Background: an optimization exercise with open tools, aiming at small area, a short achievable clock period and few clock cycles per item. Do not read the settings as production practice. RTL that was checked went through simulation tests only; none was proved equivalent to the original. For run 1, only the layout was checked, not whether the RTL still works.

==> flow/design.v, too long to show whole: its modules and the start of the top module <==
// module act_requant_pipe: 2286 lines
// module arp_fa: 10 lines
// module arp_ha: 9 lines
module act_requant_pipe #(
   parameter int LANES    = 4,
   parameter int IN_W     = 24,
   parameter int OUT_W    = 8,
   parameter int DQ_SHIFT = 13,
   parameter int RQ_SHIFT = 8,
   parameter int LEN_W    = 16
) (
   input  logic                clk,
   input  logic                rst,
   input  logic                start,
   input  logic [1:0]          cfg_mode,
   input  logic [IN_W-1:0]     cfg_bias,
   input  logic [7:0]          cfg_dq_scale,
   input  logic [7:0]          cfg_rq_scale,
   input  logic [LEN_W-1:0]    cfg_len,
   input  logic                in_valid,
   output logic                in_ready,
   input  logic [LANES*IN_W-1:0] in_data,
   output logic                out_valid,
   input  logic                out_ready,
   output logic [LANES*OUT_W-1:0] out_data,
   output logic                out_last,
   output logic                busy,
   output logic                done,
   output logic [15:0]         sat_cnt
);
  // ...
==> flow/flow/run.sh <==
#!/bin/bash
cp standard.sh standard.sh.txt
sed -e 's/SETUP_SLACK_MARGIN=[-0-9.]*/SETUP_SLACK_MARGIN=7.5/' standard.sh > standard_margin.sh
export BUFFER_PORTS_ARGS="-buffer_cell sky130_fd_sc_hd__buf_4"
bash standard_margin.sh > standard.log 2>&1
==> flow/standard.sh <==
#!/bin/bash
# synth_recipe.tcl (not shown) runs the flow's synth.tcl, then flattens the netlist and writes it again
# the make line also repeats each setting of config.mk as NAME=value (left out here)
make -C /OpenROAD-flow-scripts/flow DESIGN_CONFIG=/design/flow/config.mk WORK_HOME=/design/flow/orfs CLKGATE_MAP_FILE= SYNTH_SCRIPT=/design/flow/synth_recipe.tcl "${@:-finish}"
==> flow/config.mk <==
export PLATFORM = sky130hd
export DESIGN_NAME = act_requant_pipe
export DESIGN_NICKNAME = act_requant_pipe
export VERILOG_FILES = /design/flow/design.v
export SDC_FILE = /design/flow/constraint.sdc
export NUM_CORES = 4
export LEC_CHECK = 0
export CAP_MARGIN = 20
export CORE_MARGIN = 2
export CORE_UTILIZATION = 40
export SETUP_SLACK_MARGIN = 5
export SLEW_MARGIN = 20
export SYNTH_HIERARCHICAL = 1
export SYNTH_MINIMUM_KEEP_SIZE = 0
==> flow/constraint.sdc <==
create_clock -name core_clock -period 13.0 [get_ports {clk}]
set_input_delay 2.6000 -clock core_clock [delete_from_list [all_inputs] [get_ports {clk}]]
set_output_delay 2.6000 -clock core_clock [all_outputs]
set_load 0.01 [all_outputs]
==> metrics.md, run 1 <==
| Metric | Value |
|---|---|
| Die Area | 185000 µm² |
| Post-Synth XOR/XNOR Area | 12.1% |
| Post-synth EDFFs | 549 |
| Worst-margin pin slew | ~1.1 ns |
| Worst slew margin | roughly a quarter |
| Crit path time final | ~5.7 ns |
| Total CTS buffers | 74 |
| Crit path kind | input pin to primary output |
| Signal buf overhead | under 10% |
| CTS tree | done |
| Largest net degree at the start of global routing | 178 |
| Multi-input gate area | 53000 µm² |
| Main combinational cell family by area after synthesis | adder cells |
| Clock-cell share | under 10% |
| End point of the critical path | done |
| Routing usage on met1 | 26.4% |
| Number of DRC markers in iteration 0 | ~3400 |
| Status | timing/DRC/antenna clean |
| Num sequential | 591 |
| Util after Layout | between 40 and 50% |
| Top cell family by delay on the critical path | compound AO/OA/AOI/OAI gates |
| GRT busiest layer | met2 |
==> run 2: changes to the inputs <==
--- a/flow/design.v
+++ b/flow/design.v
@@ -59,17 +59,17 @@
    assign in_fire = in_valid && en && acc;
    assign in_last = busy_r ? in_rem == LEN_W'(1) : cfg_len == LEN_W'(1);
    assign bias_e = busy_r ? bias_r : cfg_bias;
    assign pop = o_v && out_ready;
    assign push = en && v5;
    assign out_valid = o_v;
    assign out_last = o_l;
    assign busy = busy_r;
-   assign done = done_r || (pop && o_l);
+   assign done = done_r;
    for (genvar i = 0; i < LANES; i++) begin : g_lane
       logic [X_W-1:0] s1_x;
       logic [12:0]    dq_l, rq_l;
       always_ff @(posedge clk) begin
          if (!busy_r && start) begin
             dq_l <= booth8(cfg_dq_scale);
             rq_l <= booth8(cfg_rq_scale);
          end
@@ -2253,17 +2253,17 @@
          end
          if (push) begin
             if (o_v && !pop) s_v <= 1'b1;
             else o_v <= 1'b1;
          end else if (pop) begin
             if (s_v) s_v <= 1'b0;
             else o_v <= 1'b0;
          end
-         done_r <= 1'b0;
+         done_r <= pop && o_l;
          if (done) busy_r <= 1'b0;
          if (!busy_r && start) begin
             busy_r <= 1'b1;
             in_rem <= in_fire ? len_m1 : cfg_len;
             rem_nz <= in_fire ? len_gt1 : len_nz;
             if (cfg_len == '0) done_r <= 1'b1;
          end else if (in_fire) begin
             in_rem <= in_rem - 1'b1;
==> flow/config.mk (replaced) <==
export PLATFORM = sky130hd
export DESIGN_NAME = act_requant_pipe
export DESIGN_NICKNAME = act_requant_pipe
export VERILOG_FILES = /design/flow/design.v
export SDC_FILE = /design/flow/constraint.sdc
export NUM_CORES = 4
export LEC_CHECK = 0
export CAP_MARGIN = 20
export CORE_MARGIN = 2
export CORE_UTILIZATION = 40
export CTS_BUF_LIST = sky130_fd_sc_hd__clkbuf_4 sky130_fd_sc_hd__clkbuf_8
export SETUP_SLACK_MARGIN = 5
export SLEW_MARGIN = 20
export SYNTH_HIERARCHICAL = 1
export SYNTH_MINIMUM_KEEP_SIZE = 0
==> metrics.md, run 2 <==
| Metric | Value |
|---|---|
| Total CTS buffers | 109 (was 74) |
| Register area | 17300 µm² (unchanged) |
| Top cell type's share of synthesized area | 22.5% (was 22.7%) |
| Ys Warns | 7 (unchanged) |
| Top cell family by delay on the critical path | compound AO/OA/AOI/OAI gates (unchanged) |
| Mapped cell area | 73400 µm² (was 72800 µm²) |
| MaxCap Viol Count | 0 (unchanged) |
| Crit path largest cell delay | 0.48 ns (was 0.23 ns) |
| Row count | 157 (was 156) |
| CTS tree | done (unchanged) |
| Reg2Reg Depth | 16 (was 17) |
| Antenna violations before repair | 3 (was 1) |
| Crit path DAT | 6.00 ns (was 3.05 ns) |
| Clock Latency Late Sink | 0.87 ns (was 0.71 ns) |
| Fillers | 17274 (was 17089) |
| Largest regs | g_lane.s1_x: 100 flops, g_lane.s3_w: 88 flops, g_lane.s2_d: 80 flops (unchanged) |
| Seq/Total Area, Yosys | 23.6% (was 23.8%) |
| Initial Utilization | 40.2% (was 40.3%) |
| Ranking of synthesized cells by area | edfxtp_1, fa_1, ha_1 (unchanged) |
| Layout cells sized above 1 | 8.37% (was 7.53%) |
| Worst r2r src | g_lane[1].dq_l[4] (unchanged) |
| Hold Vio Cnt, Final | 0 (unchanged) |
| Horiz. Die Dim | 432 µm (was 431 µm) |
| I/O Buffers | 211 (unchanged) |
| Via count | 51950 (was 50983) |
| First-pass GRT wire length | 291 mm (was 287 mm) |
| Worst-margin pin slew | 1.28 ns (was 1.11 ns) |
| Post-synth EDFFs | 549 (unchanged) |
| Top FF cell, synth | edfxtp_1 (unchanged) |
| Die Area | 187000 µm² (was 185000 µm²) |
| Critical Path RT | 13.67 ns (was 10.40 ns) |
| Final period utilization | 41.0% (was 43.5%) |
| Core ar. | 183000 µm² (was 181000 µm²) |
| Routed Antenna Nets | 0 (unchanged) |
| Critical path fanouts, max | 74 (was 2) |
| Hold endpoint | l4 (was l5) |
| Crit path top cell by count | fa_1 |
| Critical-path cell list | buf_12 > a22oi_1 > xnor2_1 > fa_1 > fa_1 > fa_1 > ha_1 > o211ai_1 > a21oi_2 > a221o_1 > a22o_1 > a31oi_4 > o31ai_2 > o41a_1 > or4_1 > nand4_1 (was buf_8 > a31o_4 > buf_6) |
| Root Buffer | clkbuf_8 (was clkbuf_16) |
| Synth unique cells | 75 (was 80) |
| Gp weighted congestion | 0.840 (was 0.860) |
| Io pins | 212 (unchanged) |
| RSZ-0062 raised after global routing | no (was yes) |
| Layout area overhead | 8.48% (was 8.65%) |
| Startpoint of the worst hold path | l3 (was l4) |
| GR Overflow Total | 0 (unchanged) |
| Critical path capture point type | flip-flop (was primary output) |
| Worst slew margin | 15.0% (was 26.3%) |
| FF+latch count, synth | 591 (unchanged) |
| Worst path slowest cell | fa_1 (was a31o_4) |
| HP Class | flip-flop to flip-flop (unchanged) |
| Buf/Inv on CP | 1 (was 2) |
| Crit path time final | 5.33 ns (was 5.65 ns) |
| Post-synth top cells | xnor2_1, fa_1, ha_1, a22oi_1, edfxtp_1 (unchanged) |
| Fin Clk Skew | 0.0587 ns (was 0.0379 ns) |
| DR WL/cell | 19.0 µm (was 19.1 µm) |
| Hold_ws | 0.421 ns (was 0.413 ns) |
| Startpoint types | flip-flop (was input pin) |
| Worst-path clk slew | 0.06 ns (about the same) |
| GRT Resource Usage Total | 19.0% (was 18.9%) |
| Number of DRC markers in iteration 0 | 3203 (was 3439) |
| Final Max Tran Viols | 0 (unchanged) |
| Multi-input gate area | 53600 µm² (was 53000 µm²) |
| Top-count cell post-synth | xnor2_1 (unchanged) |
| Largest register FFs | 100 (unchanged) |
| Status | timing/DRC/antenna clean (unchanged) |
| Mapped Nets | 8749 (was 8639) |
| Asr flop ratio synth | 0% (unchanged) |
| Crit path kind | flip-flop to flip-flop (was input pin to primary output) |
| Worst R2R End | g_lane[0].s2_d[19] (was g_lane[2].s2_d[19]) |
| Largest net degree at the start of global routing | 181 (was 178) |
| Layout Nets | 8624 (was 8478) |
| Leading area contributor after synthesis | edfxtp_1 (unchanged) |
| Reg with most FFs | g_lane.s1_x (unchanged) |
| DRC | 0 (unchanged) |
| Commonest cells after routing, fill and taps aside | xnor2_1, fa_1, ha_1, a22oi_1, edfxtp_1 (unchanged) |
| Syn_area_per_cell | 10.5 µm² (about the same) |
| Cell count of the worst hold path | 0 (unchanged) |
| Clock tree buffer depth | 3 (unchanged) |
| Start point of the critical path | g_lane[1].dq_l[4] (was out_ready) |
| Fmax | 0.187 GHz (was 0.177 GHz) |
| Vert. Die Dim | 432 µm (was 431 µm) |
| Vias in the first global route | 53855 (was 52802) |
| Setup TNS | 0 ns (unchanged) |
| H-tree Lvls | 3 (unchanged) |
| Setup violations, final | 0 (unchanged) |
| Drt total wl | 178 mm (was 175 mm) |
| Detailed Place HPWL | 131 mm (was 127 mm) |
| Via density | 5.55 (was 5.56) |
| Post-Syn Instances | 7013 (was 6903) |
| Most common cell after layout, fill and taps aside | xnor2_1 (unchanged) |
| Detailed-router iteration count before antenna repair | 6 (unchanged) |
| Clock sinks | 591 (unchanged) |
| Worst reg-to-reg setup slack | 7.67 ns (was 7.78 ns) |
[run 2: logic make-up (layout without fill, tap and decap cells)]
group	Yosys count	after routing	synth area share [%]
AO/OA/AOI/OAI	1609	1609	14.8
adder cells (fa/ha/maj)	1577	1577	35.0
AND/OR/NAND/NOR	1501	1501	10.4
XOR/XNOR	992	992	11.8
buffers and inverters	692	654	3.56
flip-flops	591	591	23.6
multiplexers	51	51	0.767
other	0	2	0
[run 2: layout make-up]
cell class / count / share of cell area (%)
diodes: 2 / 0.00629
clock buffers: 134 / 2.16
clock inverters: 64 / 1.00
inverters: 173 / 0.822
multi-input cells: 5730 / 67.3
flip-flops and latches: 591 / 21.8
well taps: 2385 / 3.75
repair buffers: 283 / 3.15
[run 2: timing repair]
action	CTS	global route
resized for setup	29	53
endpoints found under the setup margin	68	51
pin swaps	0	5
gates cloned	0	4
hold buffers	0	0
setup buffers	5	13
[run 2: worst max-delay path by stage]
stage                         end  slack [ns]  cells after the start
2_1_floorplan            in_ready        3.92                      3
3_3_place_gp   g_lane[0].s2_d[19]        6.76                     16
3_5_place_dp   g_lane[0].s2_d[19]        6.64                     16
4_1_cts        g_lane[0].s2_d[19]        7.45                     17
5_1_grt        g_lane[0].s2_d[19]        7.47                     17
6_report       g_lane[0].s2_d[19]        7.67                     16
[run 2: per-module statistics from Yosys (local to each module, per instance)]
module | flip-flops and latches | cell area (µm²)
act_requant_pipe | 591 | 48800
arp_ha | 0 | 12.5
arp_fa | 0 | 20.0
[run 2: layer usage]
layer | track usage [%] | wire [µm] | vias to the layer above
li1 | - | - | 24602
met1 | 26.5 | 81600 | 25774
met2 | 31.5 | 83800 | 1371
met3 | 2.05 | 8650 | 203
met4 | 4.81 | 4010 | 0
met5 | 0 | 0 | -
[run 2: worst reg2reg max path, stage by stage, from the launching register on]
cell and delay [ns]:
edfxtp_1 0.46, buf_12 0.32, a22oi_1 0.30, xnor2_1 0.18, fa_1 0.42, fa_1 0.41
fa_1 0.48, ha_1 0.32, o211ai_1 0.27, a21oi_2 0.12, a221o_1 0.37, a22o_1 0.23
a31oi_4 0.19, o31ai_2 0.13, o41a_1 0.43, or4_1 0.41, nand4_1 0.11
[run 2: through the flow]
stage,cell area (µm²),utilization [%],setup slack [ns],instances
after floorplan,73500,-,3.92,7013
after global placement,76500,41.9,6.76,9136
after detailed placement,76500,41.9,6.64,9138
after CTS,79200,43.4,7.45,9341
after global routing,79600,43.6,7.47,9361
final,79600,43.6,7.67,9362
Testbench counts of run 2, summed over its fixed seeds: cycles 14,693, beats 13,349.
==> run 3: changes to the inputs <==
--- a/flow/config.mk
+++ b/flow/config.mk
@@ -10,3 +10,2 @@
 export CORE_UTILIZATION = 40
-export CTS_BUF_LIST = sky130_fd_sc_hd__clkbuf_4 sky130_fd_sc_hd__clkbuf_8
 export SETUP_SLACK_MARGIN = 5
==> metrics.md, run 3 <==
| Metric | Value |
|---|---|
| Status | timing/DRC/antenna clean (unchanged) |
| Commonest cells after routing, fill and taps aside | xnor2_1, fa_1, ha_1, a22oi_1, edfxtp_1 (unchanged) |
| Fin Clk Skew | 0.0521 ns (was 0.0587 ns) |
| Layout cells sized above 1 | 7.49% (was 8.37%) |
| Mapped cell area | 73400 µm² (unchanged) |
| Layout area overhead | 8.49% (was 8.48%) |
| Critical-path cell list | buf_12 > buf_16 > a22oi_1 > xnor2_1 > fa_1 > fa_1 > fa_1 > ha_1 > a21oi_1 > a21oi_2 > a221o_1 > a22o_1 > a31oi_2 > o31ai_1 > o41a_1 > or4_1 > nand4_1 (was buf_12 > a22oi_1 > xnor2_1 > fa_1 > fa_1 > fa_1 > ha_1 > o211ai_1 > a21oi_2 > a221o_1 > a22o_1 > a31oi_4 > o31ai_2 > o41a_1 > or4_1 > nand4_1) |
| Fmax | 0.187 GHz (about the same) |
| Post-Syn Instances | 7013 (unchanged) |
| Placed Area | 76500 µm² (unchanged) |
| Core ar. | 183000 µm² (unchanged) |
| Top cell type's share of synthesized area | 22.5% (unchanged) |
| Placed insts | 9138 (unchanged) |
| Detailed-router iteration count before antenna repair | 6 (unchanged) |
| Top FF cell, synth | edfxtp_1 (unchanged) |
| H-tree Lvls | 3 (unchanged) |
| Critical path capture point type | flip-flop (unchanged) |
| Horiz. Die Dim | 432 µm (unchanged) |
| Gp weighted congestion | 0.840 (unchanged) |
| Crit path top cell by count | fa_1 (unchanged) |
| Vias in the first global route | 53623 (was 53855) |
| Clock tree buffer depth | 3 (unchanged) |
| Total CTS buffers | 76 (was 109) |
| Multi-input gate area | 53600 µm² (about the same) |
| Setup violations, final | 0 (unchanged) |
| MaxCap Viol Count | 0 (unchanged) |
| I/O Buffers | 211 (unchanged) |
| Asr flop ratio synth | 0% (unchanged) |
| Vert. Die Dim | 432 µm (unchanged) |
| Largest regs | g_lane.s1_x: 100 flops, g_lane.s3_w: 88 flops, g_lane.s2_d: 80 flops (unchanged) |
| Hold Vio Cnt, Final | 0 (unchanged) |
| Seq/Total Area, Yosys | 23.6% (unchanged) |
| Worst R2R End | g_lane[0].s2_d[19] (unchanged) |
| RSZ-0062 raised after global routing | yes (was no) |
| Fillers | 17230 (was 17274) |
| Crit path kind | flip-flop to flip-flop (unchanged) |
| Syn_area_per_cell | 10.5 µm² (unchanged) |
| DR WL/cell | 19.1 µm (was 19.0 µm) |
| Post-synth EDFFs | 549 (unchanged) |
| Die Area | 187000 µm² (unchanged) |
| Most common cell after layout, fill and taps aside | xnor2_1 (unchanged) |
| Largest register FFs | 100 (unchanged) |
| Top cell family by delay on the critical path | compound AO/OA/AOI/OAI gates (unchanged) |
| Worst-margin pin slew | 1.31 ns (was 1.28 ns) |
| Worst-path clk slew | 0.06 ns (about the same) |
| Via density | 5.57 (was 5.55) |
| Worst reg-to-reg setup slack | 7.64 ns (was 7.67 ns) |
| Clock Latency Late Sink | 0.73 ns (was 0.87 ns) |
| Synth unique cells | 75 (unchanged) |
| Clock sinks | 591 (unchanged) |
| First-pass GRT wire length | 291 mm (about the same) |
| Number of DRC markers in iteration 0 | 3176 (was 3203) |
| Crit path DAT | 5.91 ns (was 6.00 ns) |
| Startpoint types | flip-flop (unchanged) |
| Buf/Inv on CP | 2 (was 1) |
| GR Overflow Total | 0 (unchanged) |
| Critical Path RT | 13.55 ns (was 13.67 ns) |
| Reg with most FFs | g_lane.s1_x (unchanged) |
| Final cell count without fillers | 9300 (was 9362) |
| HP Class | flip-flop to flip-flop (unchanged) |
| CTS tree | done (unchanged) |
| FF+latch count, synth | 591 (unchanged) |
| Detailed Place HPWL | 131 mm (unchanged) |
| Place WS | 6.64 ns (unchanged) |
| Top-count cell post-synth | xnor2_1 (unchanged) |
| Mapped Nets | 8749 (unchanged) |
| Top Layer Used | met4 (unchanged) |
| Layout Nets | 8591 (was 8624) |
| Final period utilization | 41.2% (was 41.0%) |
| Worst path slowest cell | fa_1 (unchanged) |
| Ranking of synthesized cells by area | edfxtp_1, fa_1, ha_1 (unchanged) |
| M1 wire length | 81.8 mm (was 81.6 mm) |
| Metal3 WL | 8.53 mm (was 8.65 mm) |
| Io pins | 212 (unchanged) |
| Leading area contributor after synthesis | edfxtp_1 (unchanged) |
| Largest net degree at the start of global routing | 181 (unchanged) |
| Drt total wl | 178 mm (about the same) |
| Cell count of the worst hold path | 0 (unchanged) |
| Startpoint of the worst hold path | l2 (was l3) |
| Initial Utilization | 40.2% (unchanged) |
| Root Buffer | clkbuf_16 (was clkbuf_8) |
| Worst slew margin | 12.5% (was 15.0%) |
| Routed Antenna Nets | 0 (unchanged) |
| Worst Setup Slack, final | 7.64 ns (was 7.67 ns) |
| Antenna violations before repair | 2 (was 3) |
| Hold buffers post-CTS | 0 (unchanged) |
| Final Max Tran Viols | 0 (unchanged) |
| Post-synth top cells | xnor2_1, fa_1, ha_1, a22oi_1, edfxtp_1 (unchanged) |
| Row count | 157 (unchanged) |
| Reg2Reg Depth | 17 (was 16) |
| Critical path fanouts, max | 38 (was 74) |
| Hold endpoint | l3 (was l4) |
| Via count | 51796 (was 51950) |
| Register area | 17300 µm² (unchanged) |
| Met2 wire len | 83.9 mm (was 83.8 mm) |
| Ys Warns | 7 (unchanged) |
| Crit path largest cell delay | 0.51 ns (was 0.48 ns) |
| DRC | 0 (unchanged) |
| N_diodes | 0 (was 2) |
| Final non-filler cell area | 79600 µm² (about the same) |
| Setup TNS | 0 ns (unchanged) |
| GRT Resource Usage Total | 19.0% (about the same) |
| Worst r2r src | g_lane[1].dq_l[0] (was g_lane[1].dq_l[4]) |
| Crit path time final | 5.36 ns (was 5.33 ns) |
-- run 3: cell counts after synthesis --
No cell type changed its count.
-- run 3: modules after synthesis (local to each module, per instance) --
module,flops+latches,area [µm²],times used,cells inside
arp_ha,0,12.5,696,1
act_requant_pipe,591,48800,1,5525
arp_fa,0,20.0,792,1
-- run 3: area by class of cell --
class,instances,share of cell area (%)
multi-input cells,5730,67.3
flip-flops and latches,591,21.8
clock buffers,90,2.48
inverters,173,0.822
well taps,2385,3.75
clock inverters,48,0.734
repair buffers,283,3.14
-- run 3: metal layers --
layer  track usage (%)  up-vias
met1              26.5    25722
met2              31.6     1350
met4              4.50        0
met3              2.16      208
li1                  -    24516
met5                 0        -
-- run 3: logic make-up (layout without fill, tap and decap cells) --
group	after synthesis	after routing	synth area share (%)
XOR/XNOR	992	992	11.8
adder cells (fa/ha/maj)	1577	1577	35.0
AO/OA/AOI/OAI	1609	1609	14.8
flip-flops	591	591	23.6
multiplexers	51	51	0.767
AND/OR/NAND/NOR	1501	1501	10.4
buffers and inverters	692	594	3.56
-- run 3: worst max-delay path by stage --
stage | startpoint | end | slack, ns | cells past startpoint
after floorplan | s_v | in_ready | 3.92 | 3
after global placement | g_lane[1].dq_l[4] | g_lane[0].s2_d[19] | 6.76 | 16
after detailed placement | g_lane[1].dq_l[4] | g_lane[0].s2_d[19] | 6.64 | 16
after CTS | g_lane[1].dq_l[0] | g_lane[0].s2_d[19] | 7.46 | 17
after global routing | g_lane[1].dq_l[0] | g_lane[0].s2_d[19] | 7.38 | 17
final | g_lane[1].dq_l[0] | g_lane[0].s2_d[19] | 7.64 | 17
-- run 3: through the flow --
step | hold WS (ns) | utilization [%]
after global placement | 0.404 | 41.9
after floorplan | 0.400 | -
after detailed placement | 0.408 | 41.9
final | 0.416 | 43.6
after global routing | 0.425 | 43.6
after CTS | 0.416 | 43.4
-- run 3: what timing repair did --
item                                    4_1_cts  5_1_grt
buffers inserted                              5       12
pin swaps                                     0        2
resized for setup                            30       45
cloned                                        0        5
endpoints found under the setup margin       70       45
==> run 4: changes to the inputs <==
--- a/flow/config.mk
+++ b/flow/config.mk
@@ -9,3 +9,3 @@
 export CORE_MARGIN = 2
-export CORE_UTILIZATION = 40
+export CORE_UTILIZATION = 55
 export SETUP_SLACK_MARGIN = 5
==> metrics.md, run 4 <==
| Metric | Value |
|---|---|
| Status | timing/DRC/antenna clean (unchanged) |
| Gp weighted congestion | 0.871 (was 0.840) |
| HP Class | flip-flop to flip-flop (unchanged) |
| Hold endpoint | l3 (unchanged) |
| Util after Layout | 59.3% (was 43.6%) |
| Final period utilization | 40.3% (was 41.2%) |
| Largest regs | g_lane.s1_x: 100 flops, g_lane.s3_w: 88 flops, g_lane.s2_d: 80 flops (unchanged) |
| GRT Resource Usage Total | 27.2% (was 19.0%) |
| Routed Antenna Nets | 0 (unchanged) |
| Vert. Die Dim | 369 µm (was 432 µm) |
| Root Buffer | clkbuf_16 (unchanged) |
| Io pins | 212 (unchanged) |
| MaxCap Viol Count | 0 (unchanged) |
| Core ar. | 133000 µm² (was 183000 µm²) |
| Post-synth EDFFs | 549 (unchanged) |
| Syn_area_per_cell | 10.5 µm² (unchanged) |
| Critical path capture point type | primary output (was flip-flop) |
| Layout area overhead | 7.38% (was 8.49%) |
| Via count | 52223 (was 51796) |
| Top cell family by delay on the critical path | buffers and inverters (was compound AO/OA/AOI/OAI gates) |
| Worst-margin pin slew | 1.09 ns (was 1.31 ns) |
| Fin Clk Skew | 0.0544 ns (was 0.0521 ns) |
| Row count | 134 (was 157) |
| Drt total wl | 184 mm (was 178 mm) |
| Via density | 6.02 (was 5.57) |
| Mapped cell area | 73400 µm² (unchanged) |
| Crit path time final | 5.24 ns (was 5.36 ns) |
| Clock sinks | 591 (unchanged) |
| CTS tree | done (unchanged) |
| Setup violations, final | 0 (unchanged) |
| Post-Syn Instances | 7013 (unchanged) |
| RSZ-0062 raised after global routing | no (was yes) |
| Post-synth top cells | xnor2_1, fa_1, ha_1, a22oi_1, edfxtp_1 (unchanged) |
| Reg with most FFs | g_lane.s1_x (unchanged) |
| Antenna violations before repair | 1 (was 2) |
| Worst reg-to-reg setup slack | 7.76 ns (was 7.64 ns) |
| Initial Utilization | 55.2% (was 40.2%) |
| Die Area | 136000 µm² (was 187000 µm²) |
| GR Overflow Total | 0 (unchanged) |
| Critical path fanouts, max | 25 (was 38) |
| Top cell type's share of synthesized area | 22.5% (unchanged) |
| Layout Nets | 8586 (was 8591) |
| Startpoint of the worst hold path | l2 (unchanged) |
| Setup TNS | 0 ns (unchanged) |
| Final cell count without fillers | 8678 (was 9300) |
| Vias in the first global route | 53445 (was 53623) |
| Crit path largest cell delay | 0.74 ns (was 0.51 ns) |
| DR WL/cell | 21.2 µm (was 19.1 µm) |
| I/O Buffers | 211 (unchanged) |
| Crit path DAT | 2.64 ns (was 5.91 ns) |
| Final Max Tran Viols | 0 (unchanged) |
| Worst-path clk slew | 0.06 ns (about the same) |
| First-pass GRT wire length | 298 mm (was 291 mm) |
| Top-count cell post-synth | xnor2_1 (unchanged) |
| Fillers | 11298 (was 17230) |
| Synth unique cells | 75 (unchanged) |
| Worst slew margin | 27.6% (was 12.5%) |
| Clock tree buffer depth | 3 (unchanged) |
| Layout cells sized above 1 | 7.51% (was 7.49%) |
| Seq/Total Area, Yosys | 23.6% (unchanged) |
| Placed insts | 8530 (was 9138) |
| Clock Latency Late Sink | 0.71 ns (was 0.73 ns) |
| Top FF cell, synth | edfxtp_1 (unchanged) |
| Reg2Reg Depth | 17 (unchanged) |
| Leading area contributor after synthesis | edfxtp_1 (unchanged) |
| Horiz. Die Dim | 369 µm (was 432 µm) |
| H-tree Lvls | 3 (unchanged) |
| Cell count of the worst hold path | 0 (unchanged) |
| Critical Path RT | 10.40 ns (was 13.55 ns) |
| FF+latch count, synth | 591 (unchanged) |
| Detailed-router iteration count before antenna repair | 6 (unchanged) |
| Crit path kind | flip-flop to primary output (was flip-flop to flip-flop) |
| Critical-path cell list | clkinvlp_4 > o21a_1 > buf_4 (was buf_12 > buf_16 > a22oi_1 > xnor2_1 > fa_1 > fa_1 > fa_1 > ha_1 > a21oi_1 > a21oi_2 > a221o_1 > a22o_1 > a31oi_2 > o31ai_1 > o41a_1 > or4_1 > nand4_1) |
| Most common cell after layout, fill and taps aside | xnor2_1 (unchanged) |
| Detailed Place HPWL | 135 mm (was 131 mm) |
| Hold Vio Cnt, Final | 0 (unchanged) |
| Worst path slowest cell | dfxtp_1 (was fa_1) |
| Buf/Inv on CP | 2 (unchanged) |
| Total CTS buffers | 74 (was 76) |
| Asr flop ratio synth | 0% (unchanged) |
| Number of DRC markers in iteration 0 | 4036 (was 3176) |
| Mapped Nets | 8749 (unchanged) |
| Ys Warns | 7 (unchanged) |
| Startpoint types | flip-flop (unchanged) |
| Commonest cells after routing, fill and taps aside | xnor2_1, fa_1, ha_1, a22oi_1, edfxtp_1 (unchanged) |
| Ranking of synthesized cells by area | edfxtp_1, fa_1, ha_1 (unchanged) |
| Largest register FFs | 100 (unchanged) |
| DRC | 0 (unchanged) |
| Worst r2r src | g_lane[1].dq_l[4] (was g_lane[1].dq_l[0]) |
| Hold buffers post-CTS | 0 (unchanged) |
| Fmax | 0.191 GHz (was 0.187 GHz) |
| Largest net degree at the start of global routing | 177 (was 181) |
| Worst R2R End | g_lane[0].s2_d[19] (unchanged) |
run 4: changes by cell type in the layout (fill, tap and decap cells not counted), sizes merged:
cell / delta
buf: -3
bufbuf: +1
bufinv: +3
clkbuf: -9
clkinv: +4
clkinvlp: +3
diode: +1
inv: -5
run 4: routing by layer:
metal / share of wire [%] / vias to the layer above / track usage (%)
met5: 0 / - / 0
met4: 2.0 / 0 / 6.48
met3: 4.8 / 183 / 3.22
met2: 47 / 1385 / 44.3
met1: 46 / 26137 / 38.8
li1: - / 24518 / -
run 4: repair_timing:
item,in CTS,in global routing
resized for setup,24,59
gates cloned,2,2
setup buffers,1,7
setup endpoints to repair,49,52
pin swaps,0,1
run 4: cell families after synthesis:
kind of cell	Yosys count	share of synthesized area, %
buffers and inverters	692	3.56
AOI/OAI and AO/OA	1609	14.8
muxes	51	0.767
DFF	591	23.6
adders and majority gates	1577	35.0
xor gates and xnor gates	992	11.8
and+or+nand+nor	1501	10.4
run 4: worst max path at each step:
stage | from | slack [ns] | cells past startpoint | to
after floorplan | s_v | 3.92 | 3 | in_ready
after global placement | g_lane[1].dq_l[5] | 6.94 | 16 | g_lane[2].s2_d[18]
after detailed placement | g_lane[1].dq_l[5] | 6.92 | 16 | g_lane[2].s2_d[18]
after CTS | g_lane[1].dq_l[3] | 7.49 | 16 | g_lane[1].s2_d[18]
after global routing | g_lane[1].dq_l[11] | 7.50 | 16 | g_lane[2].s2_d[19]
final | s_v | 7.76 | 3 | in_ready
run 4: area by class of cell:
type                            instances  area [µm²]  area share, %
Multi-Input combinational cell       5730       53600           68.0
Sequential cell                       591       17300           22.0
Timing Repair Buffer                  279        2410           3.06
Tap cell                             1768        2210           2.81
Clock buffer                           83        1930           2.44
Clock inverter                         52         669          0.850
Inverter                              173         654          0.830
Timing Repair inverter                  1        7.51        0.00953
Antenna cell                            1        2.50        0.00318
run 4: through the flow:
step / cell area, µm² / hold WS, ns / setup WS [ns]
6_report: 78800 / 0.417 / 7.76
2_1_floorplan: 73500 / 0.400 / 3.92
3_3_place_gp: 75800 / 0.402 / 6.94
5_1_grt: 78800 / 0.438 / 7.50
3_5_place_dp: 75800 / 0.406 / 6.92
4_1_cts: 78500 / 0.418 / 7.49
run 4: per-module statistics from Yosys, one instance, submodules excluded:
module	area (µm²)	flip-flops and latches	copies in the design	cells inside
arp_ha	12.5	0	696	1
act_requant_pipe	48800	591	1	5525
arp_fa	20.0	0	792	1
==> run 5: changes to the inputs <==
==> flow/flow/run.sh (replaced) <==
#!/bin/bash
cp standard.sh standard.sh.txt
sed -e 's/SETUP_SLACK_MARGIN=[-0-9.]*/SETUP_SLACK_MARGIN=7.5/' standard.sh > standard_margin.sh
export BUFFER_PORTS_ARGS="-buffer_cell sky130_fd_sc_hd__buf_2"
bash standard_margin.sh > standard.log 2>&1
--- a/flow/config.mk
+++ b/flow/config.mk
@@ -9,3 +9,3 @@
 export CORE_MARGIN = 2
-export CORE_UTILIZATION = 55
+export CORE_UTILIZATION = 65
 export SETUP_SLACK_MARGIN = 5
==> metrics.md, run 5 <==
| Metric | Value |
|---|---|
| Setup violations, final | 0 (unchanged) |
| Antenna violations before repair | 6 (was 1) |
| Number of DRC markers in iteration 0 | 4284 (was 4036) |
| Hold buffers post-CTS | 0 (unchanged) |
| GR Overflow Total | 0 (unchanged) |
| Buf/Inv on CP | 1 (was 2) |
| FF+latch count, synth | 591 (unchanged) |
| Fmax | 0.185 GHz (was 0.191 GHz) |
| Fillers | 8724 (was 11298) |
| Crit path largest cell delay | 0.51 ns (was 0.74 ns) |
| Synth unique cells | 75 (unchanged) |
| Crit path DAT | 5.92 ns (was 2.64 ns) |
| Commonest cells after routing, fill and taps aside | xnor2_1, fa_1, ha_1, a22oi_1, edfxtp_1 (unchanged) |
| Critical path fanouts, max | 147 (was 25) |
| Mapped cell area | 73400 µm² (unchanged) |
| Clock sinks | 591 (unchanged) |
| H-tree Lvls | 3 (unchanged) |
| DRC | 0 (unchanged) |
| Startpoint types | flip-flop (unchanged) |
| Place WS | 6.97 ns (was 6.92 ns) |
| Final period utilization | 41.7% (was 40.3%) |
| Drt total wl | 173 mm (was 184 mm) |
| DR WL/cell | 20.6 µm (was 21.2 µm) |
| Worst-margin pin slew | 1.07 ns (was 1.09 ns) |
| Root Buffer | clkbuf_16 (unchanged) |
| First-pass GRT wire length | 284 mm (was 298 mm) |
| Critical-path cell list | buf_16 > and2_1 > fa_1 > fa_1 > fa_1 > ha_1 > o211ai_1 > a21oi_2 > a221o_1 > a22o_1 > a31oi_4 > o31ai_2 > o41a_1 > or4_1 > nand4_1 (was clkinvlp_4 > o21a_1 > buf_4) |
| Layout area overhead | 5.94% (was 7.38%) |
| Via count | 52462 (was 52223) |
| Top-count cell post-synth | xnor2_1 (unchanged) |
| Largest regs | g_lane.s1_x: 100 flops, g_lane.s3_w: 88 flops, g_lane.s2_d: 80 flops (unchanged) |
| Hold Vio Cnt, Final | 0 (unchanged) |
| Layout Nets | 8574 (was 8586) |
| Worst reg-to-reg setup slack | 7.58 ns (was 7.76 ns) |
| Horiz. Die Dim | 340 µm (was 369 µm) |
| Detailed Place HPWL | 127 mm (was 135 mm) |
| Row count | 123 (was 134) |
| Util after Layout | 69.3% (was 59.3%) |
| Setup TNS | 0 ns (unchanged) |
| End point of the critical path | g_lane[0].s2_d[19] (was in_ready) |
| Detailed-router iteration count before antenna repair | 6 (unchanged) |
| Die Area | 116000 µm² (was 136000 µm²) |
| Status | timing/DRC/antenna clean (unchanged) |
| Cell count of the worst hold path | 0 (unchanged) |
| Top FF cell, synth | edfxtp_1 (unchanged) |
| Startpoint of the worst hold path | l4 (was l2) |
| Crit path kind | flip-flop to flip-flop (was flip-flop to primary output) |
| Most common cell after layout, fill and taps aside | xnor2_1 (unchanged) |
| Fin Clk Skew | 0.0298 ns (was 0.0544 ns) |
| GRT Resource Usage Total | 30.2% (was 27.2%) |
| Via density | 6.24 (was 6.02) |
| Worst path slowest cell | fa_1 (was dfxtp_1) |
| Worst r2r src | g_lane[1].dq_l[11] (was g_lane[1].dq_l[4]) |
| MaxCap Viol Count | 0 (unchanged) |
| I/O Buffers | 211 (unchanged) |
| Vias in the first global route | 53766 (was 53445) |
| Top cell type's share of synthesized area | 22.5% (unchanged) |
| Leading area contributor after synthesis | edfxtp_1 (unchanged) |
| CTS tree | done (unchanged) |
| Start point of the critical path | g_lane[1].dq_l[11] (was s_v) |
| Syn_area_per_cell | 10.5 µm² (unchanged) |
| Mapped Nets | 8749 (unchanged) |
| Seq/Total Area, Yosys | 23.6% (unchanged) |
| Core ar. | 112000 µm² (was 133000 µm²) |
| Largest net degree at the start of global routing | 163 (was 177) |
| Crit path top cell by count | fa_1 |
| Ys Warns | 7 (unchanged) |
| Io pins | 212 (unchanged) |
| Worst slew margin | 28.8% (was 27.6%) |
| Post-synth top cells | xnor2_1, fa_1, ha_1, a22oi_1, edfxtp_1 (unchanged) |
| Ranking of synthesized cells by area | edfxtp_1, fa_1, ha_1 (unchanged) |
| Critical Path RT | 13.50 ns (was 10.40 ns) |
| Post-synth EDFFs | 549 (unchanged) |
| Hold_ws | 0.417 ns (about the same) |
| Initial Utilization | 65.4% (was 55.2%) |
| Levels on crit path | 15 (was 3) |
| Layout cells sized above 1 | 7.25% (was 7.51%) |
| Clock Latency Late Sink | 0.66 ns (was 0.71 ns) |
| Crit path time final | 5.42 ns (was 5.24 ns) |
| Gp weighted congestion | 0.912 (was 0.871) |
| Critical path capture point type | flip-flop (was primary output) |
| Routed Antenna Nets | 0 (unchanged) |
| Final Max Tran Viols | 0 (unchanged) |
| Reg with most FFs | g_lane.s1_x (unchanged) |
| Worst-path clk slew | 0.06 ns (about the same) |
| RSZ-0062 raised after global routing | yes (was no) |
| Largest register FFs | 100 (unchanged) |
| Total CTS buffers | 73 (was 74) |
| HP Class | flip-flop to flip-flop (unchanged) |
| Post-Syn Instances | 7013 (unchanged) |
| Worst R2R End | g_lane[0].s2_d[19] (unchanged) |
| Top cell family by delay on the critical path | compound AO/OA/AOI/OAI gates (was buffers and inverters) |
| Clock tree buffer depth | 3 (unchanged) |
| Reg2Reg Depth | 15 (was 17) |
| Vert. Die Dim | 340 µm (was 369 µm) |
| Worst Setup Slack, final | 7.58 ns (was 7.76 ns) |
| Asr flop ratio synth | 0% (unchanged) |
[run 5: layout make-up]
cell class	count	area (µm²)	area share (%)
Antenna cell	5	12.5	0.0161
Tap cell	1500	1880	2.41
Inverter	173	654	0.842
Sequential cell	591	17300	22.3
Clock inverter	44	439	0.565
Clock buffer	89	1930	2.48
Multi-Input combinational cell	5730	53600	68.9
Timing Repair Buffer	269	1900	2.44
[run 5: metal layers]
metal  global-route usage (%)  part of all wire (%)
met5                        0                     0
met4                     9.23                   2.9
met3                     3.89                   6.0
met2                     49.4                    47
met1                     42.2                    44
[run 5: how the worst min path moves through the flow]
stage	to	slack, ns
floorplan	l2	0.40
global placement	l3	0.40
detailed placement	l5	0.40
CTS	l5	0.42
global route	l3	0.42
finish	l5	0.42
[run 5: kinds of logic (layout without fill, tap and decap cells)]
kind of cell | Yosys count | count (layout) | share of synthesized area (%)
DFF | 591 | 591 | 23.6
xor gates and xnor gates | 992 | 992 | 11.8
and+or+nand+nor | 1501 | 1501 | 10.4
muxes | 51 | 51 | 0.767
buffers and inverters | 692 | 575 | 3.56
adders and majority gates | 1577 | 1577 | 35.0
other | 0 | 5 | 0
AOI/OAI and AO/OA | 1609 | 1609 | 14.8
[run 5: through the flow]
stage	cell area [µm²]	std cells
detailed placement	74900	8257
global placement	74900	8257
CTS	77400	8391
finish	77700	8401
floorplan	73500	7013
global route	77700	8401
[run 5: worst reg2reg max path, stage by stage, from the launching register on]
cell      delay (ns)
edfxtp_1        0.43
buf_16          0.29
and2_1          0.55
fa_1            0.44
fa_1            0.51
fa_1            0.42
ha_1            0.31
o211ai_1        0.29
a21oi_2         0.15
a221o_1         0.40
a22o_1          0.24
a31oi_4         0.20
o31ai_2         0.14
o41a_1          0.40
or4_1           0.42
nand4_1         0.10
[run 5: per-module statistics from Yosys (local to each module, per instance)]
module | times used | flip-flops and latches | cells
arp_ha | 696 | 0 | 1
act_requant_pipe | 1 | 591 | 5525
arp_fa | 792 | 0 | 1
[run 5: what timing repair did]
item                                   4_1_cts  5_1_grt
gates cloned                                 0        5
resized for setup                           28       45
endpoints found under the hold margin        0        0
setup buffers                                1        0
pin swaps                                    0        0
setup endpoints to repair                   30       26
==> run 6: changes to the inputs <==
--- a/flow/config.mk
+++ b/flow/config.mk
@@ -9,3 +9,3 @@
 export CORE_MARGIN = 2
-export CORE_UTILIZATION = 65
+export CORE_UTILIZATION = 40
 export SETUP_SLACK_MARGIN = 5
==> metrics.md, run 6 <==
| Metric | Value |
|---|---|
| Worst-path clk slew | 0.06 ns (about the same) |
| Critical path capture point type | flip-flop (unchanged) |
| Number of DRC markers in iteration 0 | 3351 (was 4284) |
| Initial Utilization | 40.2% (was 65.4%) |
| Crit path top cell by count | fa_1 (unchanged) |
| Detailed Place HPWL | 131 mm (was 127 mm) |
| Commonest cells after routing, fill and taps aside | xnor2_1, fa_1, ha_1, a22oi_1, edfxtp_1 (unchanged) |
| Crit path DAT | 5.89 ns (was 5.92 ns) |
| Worst slew margin | 34.5% (was 28.8%) |
| Ys Warns | 7 (unchanged) |
| Reg2Reg Depth | 17 (was 15) |
| Status | timing/DRC/antenna clean (unchanged) |
| Clock Latency Late Sink | 0.71 ns (was 0.66 ns) |
| Ranking of synthesized cells by area | edfxtp_1, fa_1, ha_1 (unchanged) |
| Vias in the first global route | 53819 (was 53766) |
| Die Area | 187000 µm² (was 116000 µm²) |
| Final Max Tran Viols | 0 (unchanged) |
| Top-count cell post-synth | xnor2_1 (unchanged) |
| GRT Resource Usage Total | 19.2% (was 30.2%) |
| Final cell count without fillers | 9294 (was 8401) |
| Most common cell after layout, fill and taps aside | xnor2_1 (unchanged) |
| Clock sinks | 591 (unchanged) |
| Leading area contributor after synthesis | edfxtp_1 (unchanged) |
| Hold endpoint | l5 (unchanged) |
| Cell count of the worst hold path | 0 (unchanged) |
| Final period utilization | 41.0% (was 41.7%) |
| Synth unique cells | 75 (unchanged) |
| DRC | 0 (unchanged) |
| Layout cells sized above 1 | 7.27% (was 7.25%) |
| Crit path kind | flip-flop to flip-flop (unchanged) |
| I/O Buffers | 211 (unchanged) |
| Top cell type's share of synthesized area | 22.5% (unchanged) |
| FF+latch count, synth | 591 (unchanged) |
| Drt total wl | 178 mm (was 173 mm) |
| Top FF cell, synth | edfxtp_1 (unchanged) |
| Hold buffers post-CTS | 0 (unchanged) |
| Layout Nets | 8581 (was 8574) |
| Via count | 51878 (was 52462) |
| Worst path slowest cell | fa_1 (unchanged) |
| Row count | 157 (was 123) |
| Hold Vio Cnt, Final | 0 (unchanged) |
| H-tree Lvls | 3 (unchanged) |
| Placed insts | 9141 (was 8257) |
| Worst reg-to-reg setup slack | 7.66 ns (was 7.58 ns) |
| MaxCap Viol Count | 0 (unchanged) |
| Via density | 5.58 (was 6.24) |
| Seq/Total Area, Yosys | 23.6% (unchanged) |
| Io pins | 212 (unchanged) |
| Crit path time final | 5.34 ns (was 5.42 ns) |
| Asr flop ratio synth | 0% (unchanged) |
| Startpoint types | flip-flop (unchanged) |
| DR WL/cell | 19.2 µm (was 20.6 µm) |
| Fmax | 0.187 GHz (was 0.185 GHz) |
| Syn_area_per_cell | 10.5 µm² (unchanged) |
| Core ar. | 183000 µm² (was 112000 µm²) |
| RSZ-0062 raised after global routing | yes (unchanged) |
| Gp weighted congestion | 0.879 (was 0.912) |
| Worst r2r src | g_lane[1].dq_l[0] (was g_lane[1].dq_l[11]) |
| Vert. Die Dim | 432 µm (was 340 µm) |
| Critical path fanouts, max | 36 (was 147) |
| Largest regs | g_lane.s1_x: 100 flops, g_lane.s3_w: 88 flops, g_lane.s2_d: 80 flops (unchanged) |
| Mapped Nets | 8749 (unchanged) |
| Worst R2R End | g_lane[0].s2_d[19] (unchanged) |
| Crit path largest cell delay | 0.51 ns (about the same) |
| Critical-path cell list | buf_12 > buf_16 > a22oi_1 > xnor2_1 > fa_1 > fa_1 > fa_1 > ha_1 > o211ai_1 > a21oi_2 > a221o_1 > a22o_1 > a31oi_2 > o31ai_2 > o41a_1 > or4_1 > nand4_1 (was buf_16 > and2_1 > fa_1 > fa_1 > fa_1 > ha_1 > o211ai_1 > a21oi_2 > a221o_1 > a22o_1 > a31oi_4 > o31ai_2 > o41a_1 > or4_1 > nand4_1) |
| Mapped cell area | 73400 µm² (unchanged) |
| Clock tree buffer depth | 3 (unchanged) |
| Startpoint of the worst hold path | l4 (unchanged) |
| CTS tree | done (unchanged) |
| Largest register FFs | 100 (unchanged) |
| Antenna violations before repair | 2 (was 6) |
| First-pass GRT wire length | 293 mm (was 284 mm) |
| GR Overflow Total | 0 (unchanged) |
| Setup TNS | 0 ns (unchanged) |
| Root Buffer | clkbuf_16 (unchanged) |
| Critical Path RT | 13.56 ns (was 13.50 ns) |
| Routed Antenna Nets | 0 (unchanged) |
| HP Class | flip-flop to flip-flop (unchanged) |
| Post-Syn Instances | 7013 (unchanged) |
| Largest net degree at the start of global routing | 145 (was 163) |
| Reg with most FFs | g_lane.s1_x (unchanged) |
| Layout area overhead | 7.66% (was 5.94%) |
| Post-synth EDFFs | 549 (unchanged) |
| Setup violations, final | 0 (unchanged) |
| Detailed-router iteration count before antenna repair | 6 (unchanged) |
| Worst-margin pin slew | 0.983 ns (was 1.07 ns) |
| Post-synth top cells | xnor2_1, fa_1, ha_1, a22oi_1, edfxtp_1 (unchanged) |
| Fin Clk Skew | 0.0472 ns (was 0.0298 ns) |
| Total CTS buffers | 75 (was 73) |
| Horiz. Die Dim | 432 µm (was 340 µm) |
[run 6: modules after synthesis (local to each module, per instance)]
module            area (µm²)  flip-flops and latches  cells  copies in the design
arp_ha                  12.5                       0      1                   696
act_requant_pipe       48800                     591   5525                     1
arp_fa                  20.0                       0      1                   792
[run 6: area by class of cell]
type,count,area [µm²]
fill,17203,104000
multi-input combinational,5730,53600
sequential,591,17300
tap,2385,2980
clock buffer,102,2050
timing repair buffer,274,1910
inverter,173,654
clock inverter,37,478
antenna,2,5.00
[run 6: repair_timing]
| action | 4_1_cts | 5_1_grt |
|---|---|---|
| pin swaps | 0 | 1 |
| gates resized for setup | 31 | 58 |
| buffers inserted | 5 | 4 |
| gates cloned | 1 | 1 |
| setup endpoints to repair | 61 | 30 |
[run 6: cell families after synthesis]
family          count (synthesis)  share of synthesized area [%]
compound gates               1609                           14.8
xor+xnor                      992                           11.8
fa+ha+maj                    1577                           35.0
buf+inv                       692                           3.56
flops                         591                           23.6
mux                            51                          0.767
simple gates                 1501                           10.4
[run 6: how the worst max path moves through the flow]
stage,endpoint,from,cells after the start,slack [ns]
2_1_floorplan,in_ready,s_v,3,3.92
3_3_place_gp,g_lane[0].s2_d[19],g_lane[1].dq_l[4],16,6.69
3_5_place_dp,g_lane[0].s2_d[19],g_lane[1].dq_l[4],16,6.63
4_1_cts,g_lane[0].s2_d[19],g_lane[1].dq_l[0],17,7.42
5_1_grt,g_lane[0].s2_d[19],g_lane[1].dq_l[0],17,7.44
6_report,g_lane[0].s2_d[19],g_lane[1].dq_l[0],17,7.66
[run 6: critical path: cells and delay by family (launching register included)]
family          cells  cell delay, ns
flops               1            0.41
fa+ha+maj           4            1.67
simple gates        2            0.50
xor+xnor            1            0.12
compound gates      8            2.03
buf+inv             2            0.41
[run 6: per-stage QoR]
step	util [%]	hold slack (ns)	area, µm²	worst slack (ns)
2_1_floorplan	-	0.400	73500	3.92
3_3_place_gp	41.6	0.404	76000	6.69
3_5_place_dp	41.6	0.406	76000	6.63
4_1_cts	43.1	0.415	78700	7.42
5_1_grt	43.2	0.417	79000	7.44
6_report	43.2	0.416	79000	7.66
[run 6: routing by layer]
layer / global-route usage (%) / vias up / part of all wire (%)
met5: 0 / - / 0
met3: 3.09 / 182 / 5.7
met1: 26.3 / 25825 / 45
met4: 4.40 / 0 / 1.9
met2: 31.8 / 1352 / 47
li1: - / 24519 / -
==> run 7: changes to the inputs <==
--- a/flow/config.mk
+++ b/flow/config.mk
@@ -9,3 +9,3 @@
 export CORE_MARGIN = 2
-export CORE_UTILIZATION = 40
+export CORE_UTILIZATION = 55
 export SETUP_SLACK_MARGIN = 5
==> metrics.md, run 7 <==
| Metric | Value |
|---|---|
| Worst R2R End | g_lane[0].s2_d[19] (unchanged) |
| Final cell count without fillers | 8675 (was 9294) |
| Top FF cell, synth | edfxtp_1 (unchanged) |
| Row count | 134 (was 157) |
| Layout Nets | 8583 (was 8581) |
| Post-synth top cells | xnor2_1, fa_1, ha_1, a22oi_1, edfxtp_1 (unchanged) |
| Leading area contributor after synthesis | edfxtp_1 (unchanged) |
| Clock tree buffer depth | 3 (unchanged) |
| Antenna violations before repair | 3 (was 2) |
| Fillers | 11384 (was 17203) |
| Detailed Place HPWL | 132 mm (was 131 mm) |
| Mapped cell area | 73400 µm² (unchanged) |
| Most common cell after layout, fill and taps aside | xnor2_1 (unchanged) |
| Fmax | 0.185 GHz (was 0.187 GHz) |
| Via count | 51778 (was 51878) |
| Worst-margin pin slew | 1.04 ns (was 0.983 ns) |
| FF+latch count, synth | 591 (unchanged) |
| Commonest cells after routing, fill and taps aside | xnor2_1, fa_1, ha_1, a22oi_1, edfxtp_1 (unchanged) |
| Worst r2r src | g_lane[1].dq_l[8] (was g_lane[1].dq_l[0]) |
| Ys Warns | 7 (unchanged) |
| Layout cells sized above 1 | 7.47% (was 7.27%) |
| Largest register FFs | 100 (unchanged) |
| Met2 wire len | 84.2 mm (was 83.7 mm) |
| Crit path DAT | 5.94 ns (was 5.89 ns) |
| Crit path kind | flip-flop to flip-flop (unchanged) |
| Worst reg-to-reg setup slack | 7.60 ns (was 7.66 ns) |
| Fin Clk Skew | 0.0321 ns (was 0.0472 ns) |
| Worst-path clk slew | 0.06 ns (about the same) |
| Total CTS buffers | 73 (was 75) |
| HP Class | flip-flop to flip-flop (unchanged) |
| DRC | 0 (unchanged) |
| H-tree Lvls | 3 (unchanged) |
| M1 wire length | 81.9 mm (was 81.0 mm) |
| Post-Syn Instances | 7013 (unchanged) |
| Via density | 5.97 (was 5.58) |
| Vert. Die Dim | 369 µm (was 432 µm) |
| Top Layer Used | met4 (unchanged) |
| Syn_area_per_cell | 10.5 µm² (unchanged) |
| Critical path fanouts, max | 112 (was 36) |
| Clock Latency Late Sink | 0.69 ns (was 0.71 ns) |
| CTS tree | done (unchanged) |
| Top cell type's share of synthesized area | 22.5% (unchanged) |
| Startpoint of the worst hold path | l3 (was l4) |
| RSZ-0062 raised after global routing | yes (unchanged) |
| Worst slew margin | 29.8% (was 34.5%) |
| Vias in the first global route | 52778 (was 53819) |
| Asr flop ratio synth | 0% (unchanged) |
| Setup violations, final | 0 (unchanged) |
| Final period utilization | 41.5% (was 41.0%) |
| GR Overflow Total | 0 (unchanged) |
| Critical path capture point type | flip-flop (unchanged) |
| Cell count of the worst hold path | 0 (unchanged) |
| Detailed-router iteration count before antenna repair | 6 (unchanged) |
| Reg2Reg Depth | 15 (was 17) |
| Synth unique cells | 75 (unchanged) |
| I/O Buffers | 211 (unchanged) |
| GRT Resource Usage Total | 26.5% (was 19.2%) |
| Largest net degree at the start of global routing | 145 (unchanged) |
| Final Max Tran Viols | 0 (unchanged) |
| Root Buffer | clkbuf_16 (unchanged) |
| DR WL/cell | 20.7 µm (was 19.2 µm) |
| Core ar. | 133000 µm² (was 183000 µm²) |
| Initial Utilization | 55.2% (was 40.2%) |
| Drt total wl | 179 mm (was 178 mm) |
| Metal3 WL | 9.03 mm (was 10.2 mm) |
| Post-synth EDFFs | 549 (unchanged) |
| Status | timing/DRC/antenna clean (unchanged) |
| Die Area | 136000 µm² (was 187000 µm²) |
| Util after Layout | 58.9% (was 43.2%) |
| Crit path time final | 5.40 ns (was 5.34 ns) |
| Placed insts | 8528 (was 9141) |
| Io pins | 212 (unchanged) |
| Ranking of synthesized cells by area | edfxtp_1, fa_1, ha_1 (unchanged) |
| Critical Path RT | 13.55 ns (was 13.56 ns) |
| Routed Antenna Nets | 0 (unchanged) |
| Top-count cell post-synth | xnor2_1 (unchanged) |
| Mapped Nets | 8749 (unchanged) |
| MaxCap Viol Count | 0 (unchanged) |
| Gp weighted congestion | 0.900 (was 0.879) |
| Hold Vio Cnt, Final | 0 (unchanged) |
| Hold endpoint | l4 (was l5) |
| First-pass GRT wire length | 291 mm (was 293 mm) |
| Horiz. Die Dim | 369 µm (was 432 µm) |
| Number of DRC markers in iteration 0 | 3564 (was 3351) |
| Clock sinks | 591 (unchanged) |
| Seq/Total Area, Yosys | 23.6% (unchanged) |
| Reg with most FFs | g_lane.s1_x (unchanged) |
| Layout area overhead | 6.78% (was 7.66%) |
| Largest regs | g_lane.s1_x: 100 flops, g_lane.s3_w: 88 flops, g_lane.s2_d: 80 flops (unchanged) |
| Setup TNS | 0 ns (unchanged) |
| Startpoint types | flip-flop (unchanged) |
-- run 7: cell types whose count changed in the layout (fill, tap and decap cells not counted), sizes merged, moves of 2 or more --
cell,change
clkinv,-3
clkbuf,-22
buf,+2
clkinvlp,+7
bufinv,+11
inv,+4
-- run 7: worst max-delay path by stage --
stage,start,endpoint,slack [ns],cells after the start
floorplan,s_v,in_ready,3.92,3
global placement,g_lane[1].dq_l[0],g_lane[0].s2_d[19],6.91,17
detailed placement,g_lane[1].dq_l[10],g_lane[0].s2_d[19],6.93,15
CTS,g_lane[1].dq_l[0],g_lane[0].s2_d[19],7.47,17
global route,g_lane[1].dq_l[4],g_lane[0].s2_d[19],7.45,17
finish,g_lane[1].dq_l[8],g_lane[0].s2_d[19],7.60,15
-- run 7: repair_timing --
action | 4_1_cts | 5_1_grt
hold buffers | 0 | 0
resized for setup | 16 | 51
setup buffers | 0 | 10
cloned | 0 | 2
setup endpoints to repair | 22 | 49
-- run 7: critical path, stage by stage (launching register included) --
cell and delay (ns):
edfxtp_1 0.36, clkbuf_16 0.52, xnor2_1 0.21, fa_1 0.44, fa_1 0.51, fa_1 0.41
ha_1 0.33, a21oi_1 0.26, a21oi_1 0.18, a221o_1 0.39, a22o_1 0.21, a31oi_2 0.20
o31ai_1 0.16, o41a_1 0.39, or4_1 0.42, nand4_1 0.10
-- run 7: metal layers --
layer,vias to the layer above,track usage [%]
met3,184,3.04
met5,-,0
li1,24500,-
met1,25723,37.8
met2,1371,43.0
met4,0,6.81
-- run 7: cell type report --
type	instances	area [µm²]	area share, %
Multi-Input combinational cell	5730	53600	68.4
Clock buffer	77	1860	2.38
Timing Repair Buffer	278	1860	2.38
Antenna cell	2	5.00	0.00639
Clock inverter	56	851	1.09
Tap cell	1768	2210	2.82
Inverter	173	654	0.835
Sequential cell	591	17300	22.1
-- run 7: per-module statistics from Yosys, one instance, submodules excluded --
| module | flops+latches | copies in the design | area (µm²) | cells inside |
|---|---|---|---|---|
| arp_ha | 0 | 696 | 12.5 | 1 |
| arp_fa | 0 | 792 | 20.0 | 1 |
| act_requant_pipe | 591 | 1 | 48800 | 5525 |
-- run 7: kinds of logic (layout without fill, tap and decap cells) --
kind of cell / count (synthesis) / after routing / share of synthesized area, %
flops: 591 / 591 / 23.6
buf+inv: 692 / 584 / 3.56
xor+xnor: 992 / 992 / 11.8
compound gates: 1609 / 1609 / 14.8
simple gates: 1501 / 1501 / 10.4
other cells: 0 / 2 / 0
fa+ha+maj: 1577 / 1577 / 35.0
mux: 51 / 51 / 0.767
-- run 7: through the flow --
| step | instance area (µm²) | hold WS (ns) | setup slack, ns |
|---|---|---|---|
| global placement | 75300 | 0.404 | 6.91 |
| global route | 78400 | 0.424 | 7.45 |
| floorplan | 73500 | 0.400 | 3.92 |
| CTS | 78100 | 0.419 | 7.47 |
| detailed placement | 75300 | 0.405 | 6.93 |
| finish | 78400 | 0.417 | 7.60 |
==> run 8: changes to the inputs <==
==> flow/flow/run.sh (replaced) <==
#!/bin/bash
cp standard.sh standard.sh.txt
sed -e 's/SETUP_SLACK_MARGIN=[-0-9.]*/SETUP_SLACK_MARGIN=8.5/' standard.sh > standard_margin.sh
export BUFFER_PORTS_ARGS="-buffer_cell sky130_fd_sc_hd__buf_4"
bash standard_margin.sh > standard.log 2>&1
--- a/flow/config.mk
+++ b/flow/config.mk
@@ -9,3 +9,3 @@
 export CORE_MARGIN = 2
-export CORE_UTILIZATION = 55
+export CORE_UTILIZATION = 40
 export SETUP_SLACK_MARGIN = 5
==> metrics.md, run 8 <==
| Metric | Value |
|---|---|
| CTS tree | done (unchanged) |
| Commonest cells after routing, fill and taps aside | xnor2_1, fa_1, ha_1, a22oi_1, edfxtp_1 (unchanged) |
| Die Area | 187000 µm² (was 136000 µm²) |
| Final Max Tran Viols | 0 (unchanged) |
| First-pass GRT wire length | 313 mm (was 291 mm) |
| Met2 Use GR | 35.2% (was 43.0%) |
| Clock tree buffer depth | 3 (unchanged) |
| Worst path slowest cell | fa_1 (was clkbuf_16) |
| Post-synth EDFFs | 549 (unchanged) |
| Detailed-router iteration count before antenna repair | 6 (unchanged) |
| GRT Resource Usage Total | 20.8% (was 26.5%) |
| Met3 GRT Util | 2.65% (was 3.04%) |
| Layout cells sized above 1 | 20.3% (was 7.47%) |
| Crit path time final | 4.97 ns (was 5.40 ns) |
| Via density | 5.66 (was 5.97) |
| GRT busiest layer | met2 (unchanged) |
| Ys Warns | 7 (unchanged) |
| Crit path largest cell delay | 0.58 ns (was 0.52 ns) |
| Critical path fanouts, max | 7 (was 112) |
| Drt total wl | 198 mm (was 179 mm) |
| Root Buffer | clkbuf_16 (unchanged) |
| Syn_area_per_cell | 10.5 µm² (unchanged) |
| Io pins | 212 (unchanged) |
| Core ar. | 183000 µm² (was 133000 µm²) |
| Largest net degree at the start of global routing | 146 (was 145) |
| Ranking of synthesized cells by area | edfxtp_1, fa_1, ha_1 (unchanged) |
| Total CTS buffers | 74 (was 73) |
| Startpoint types | flip-flop (unchanged) |
| Status | timing/DRC/antenna clean (unchanged) |
| GR Overflow Total | 0 (unchanged) |
| Post-synthesis adder-cell area fraction | 35.0% (unchanged) |
| Horiz. Die Dim | 432 µm (was 369 µm) |
| RSZ-0062 raised after global routing | yes (unchanged) |
| Hold Vio Cnt, Final | 0 (unchanged) |
| Post-Synth XOR/XNOR Area | 11.8% (unchanged) |
| Detailed Place HPWL | 132 mm (about the same) |
| Post-Syn Instances | 7013 (unchanged) |
| Crit path top cell by count | o21a_1 (was fa_1) |
| Post-synth top cells | xnor2_1, fa_1, ha_1, a22oi_1, edfxtp_1 (unchanged) |
| Worst-margin pin slew | 1.12 ns (was 1.04 ns) |
| FF+latch count, synth | 591 (unchanged) |
| Number of DRC markers in iteration 0 | 3616 (was 3564) |
| Top-count cell post-synth | xnor2_1 (unchanged) |
| Antenna violations before repair | 4 (was 3) |
| Gp weighted congestion | 0.869 (was 0.900) |
| Routed Antenna Nets | 0 (unchanged) |
| Crit path DAT | 5.42 ns (was 5.94 ns) |
| Worst slew margin | 25.5% (was 29.8%) |
| Clock sinks | 591 (unchanged) |
| Setup TNS | 0 ns (unchanged) |
| Mapped Nets | 8749 (unchanged) |
| Layout area overhead | 18.9% (was 6.78%) |
| Setup violations, final | 0 (unchanged) |
| Largest register FFs | 100 (unchanged) |
| Row count | 157 (was 134) |
| Fmax | 0.201 GHz (was 0.185 GHz) |
| Reg with most FFs | g_lane.s1_x (unchanged) |
| Most common cell after layout, fill and taps aside | xnor2_1 (unchanged) |
| Mux contribution to synthesized area | 0.767% (unchanged) |
| Via count | 54625 (was 51778) |
| Fin Clk Skew | 0.0481 ns (was 0.0321 ns) |
| Hold_ws | 0.419 ns (was 0.417 ns) |
| Asr flop ratio synth | 0% (unchanged) |
[run 8: cell count changes in the layout (fill, tap and decap cells not counted), moves of 52 or more]
cell / delta
fa_1: -99
a22oi_1: -68
buf_2: -211
a21oi_1: -86
a21oi_2: +80
a22oi_2: +68
ha_1: -117
fa_2: +99
o21ai_0: -52
buf_4: +476
ha_4: +101
[run 8: critical path, delay by kind of cell, from the launching register on]
kind,cells,cell delay (ns)
simple gates,1,0.13
buf+inv,5,0.65
flops,1,0.42
xor+xnor,2,0.20
compound gates,8,1.58
fa+ha+maj,4,1.73
[run 8: kinds of logic after synthesis]
kind of cell | Yosys count
muxes | 51
DFF | 591
adders and majority gates | 1577
and+or+nand+nor | 1501
AOI/OAI and AO/OA | 1609
buffers and inverters | 692
xor gates and xnor gates | 992
[run 8: final timing paths]
| path | from | depth (start not counted) | end | slack, ns |
|---|---|---|---|---|
| worst min register to register | l4 | 0 | l5 | 0.42 |
| worst min-delay path | l4 | 0 | l5 | 0.42 |
| worst max register to register | g_lane[1].dq_l[0] | 20 | g_lane[2].s2_d[13] | 8.03 |
| worst max-delay path | g_lane[1].dq_l[0] | 20 | g_lane[2].s2_d[13] | 8.03 |
[run 8: layout make-up]
| cell class | instances | area (µm²) |
|---|---|---|
| multi-input cells | 5730 | 57400 |
| clock inverters | 47 | 617 |
| inverters | 173 | 657 |
| clock buffers | 86 | 1910 |
| fillers | 16500 | 95500 |
| well taps | 2385 | 2980 |
| repair buffers | 643 | 6340 |
| flip-flops and latches | 591 | 17300 |
| diodes | 1 | 2.50 |
[run 8: metrics by stage]
step | cells | cell area [µm²]
after CTS | 9549 | 84600
after global routing | 9655 | 87200
after floorplan | 7013 | 74100
after detailed placement | 9142 | 77000
final | 9656 | 87200
after global placement | 9142 | 77000
[run 8: repair_timing]
| action | CTS | global route |
|---|---|---|
| buffers inserted | 248 | 101 |
| endpoints found under the setup margin | 175 | 173 |
| pin swaps | 199 | 246 |
| gates resized for setup | 476 | 343 |
| gates cloned | 26 | 4 |
[run 8: per-layer routing]
layer	wire length, µm	share of wire, %	vias up
met5	56	0.028	-
met4	7080	3.6	4
met3	11300	5.7	354
met2	95200	48	1840
met1	84900	43	27169
li1	-	-	25258
[run 8: per-module statistics from Yosys, one instance, submodules excluded]
module / flip-flops and latches / area [µm²] / copies in the design
act_requant_pipe: 591 / 48800 / 1
arp_fa: 0 / 20.0 / 792
arp_ha: 0 / 12.5 / 696

## afterwards: timing with drivers on the ports
The flow's constraints put no driver on any port. The routed layouts listed below were extracted and timed again, unchanged, in two steps. Step 1 (the two cells are an assumption about what drives the block):
set clk [get_ports {clk}]
set_driving_cell -lib_cell sky130_fd_sc_hd__clkbuf_16 $clk
set_driving_cell -lib_cell sky130_fd_sc_hd__buf_2 [delete_from_list [all_inputs] $clk]
Step 2 times the ports against the registers' clock, not the clock port: input delays grow and output delays shrink by t, the midpoint of the rising clock arrivals with the driver on. Three values: ideal, step 1, step 2; two values: the first two.
run | t (ns) | slack for setup (ns) | hold slack, ns
run 1 | 0.768 | 7.349 / 7.295 / 7.014 | 0.413 / 0.413 / 0.413
run 2 | 0.916 | 7.665 / 7.665 / 7.030 | 0.421 / 0.421 / 0.421
run 3 | 0.776 | 7.640 / 7.640 / 7.005 | 0.416 / 0.416 / 0.416
run 4 | 0.758 | 7.761 / 7.683 / 7.162 | 0.417 / 0.417 / 0.417
run 5 | 0.726 | 7.580 / 7.580 / 7.194 | 0.417 / 0.417 / 0.417
run 6 | 0.766 | 7.664 / 7.664 / 7.140 | 0.416 / 0.416 / 0.416
run 7 | 0.756 | 7.604 / 7.604 / 7.012 | 0.417 / 0.417 / 0.417
run 8 | 0.786 | 8.032 / 8.032 / 7.721 | 0.419 / 0.419 / 0.419
After both steps setup and hold are still met in every run listed.
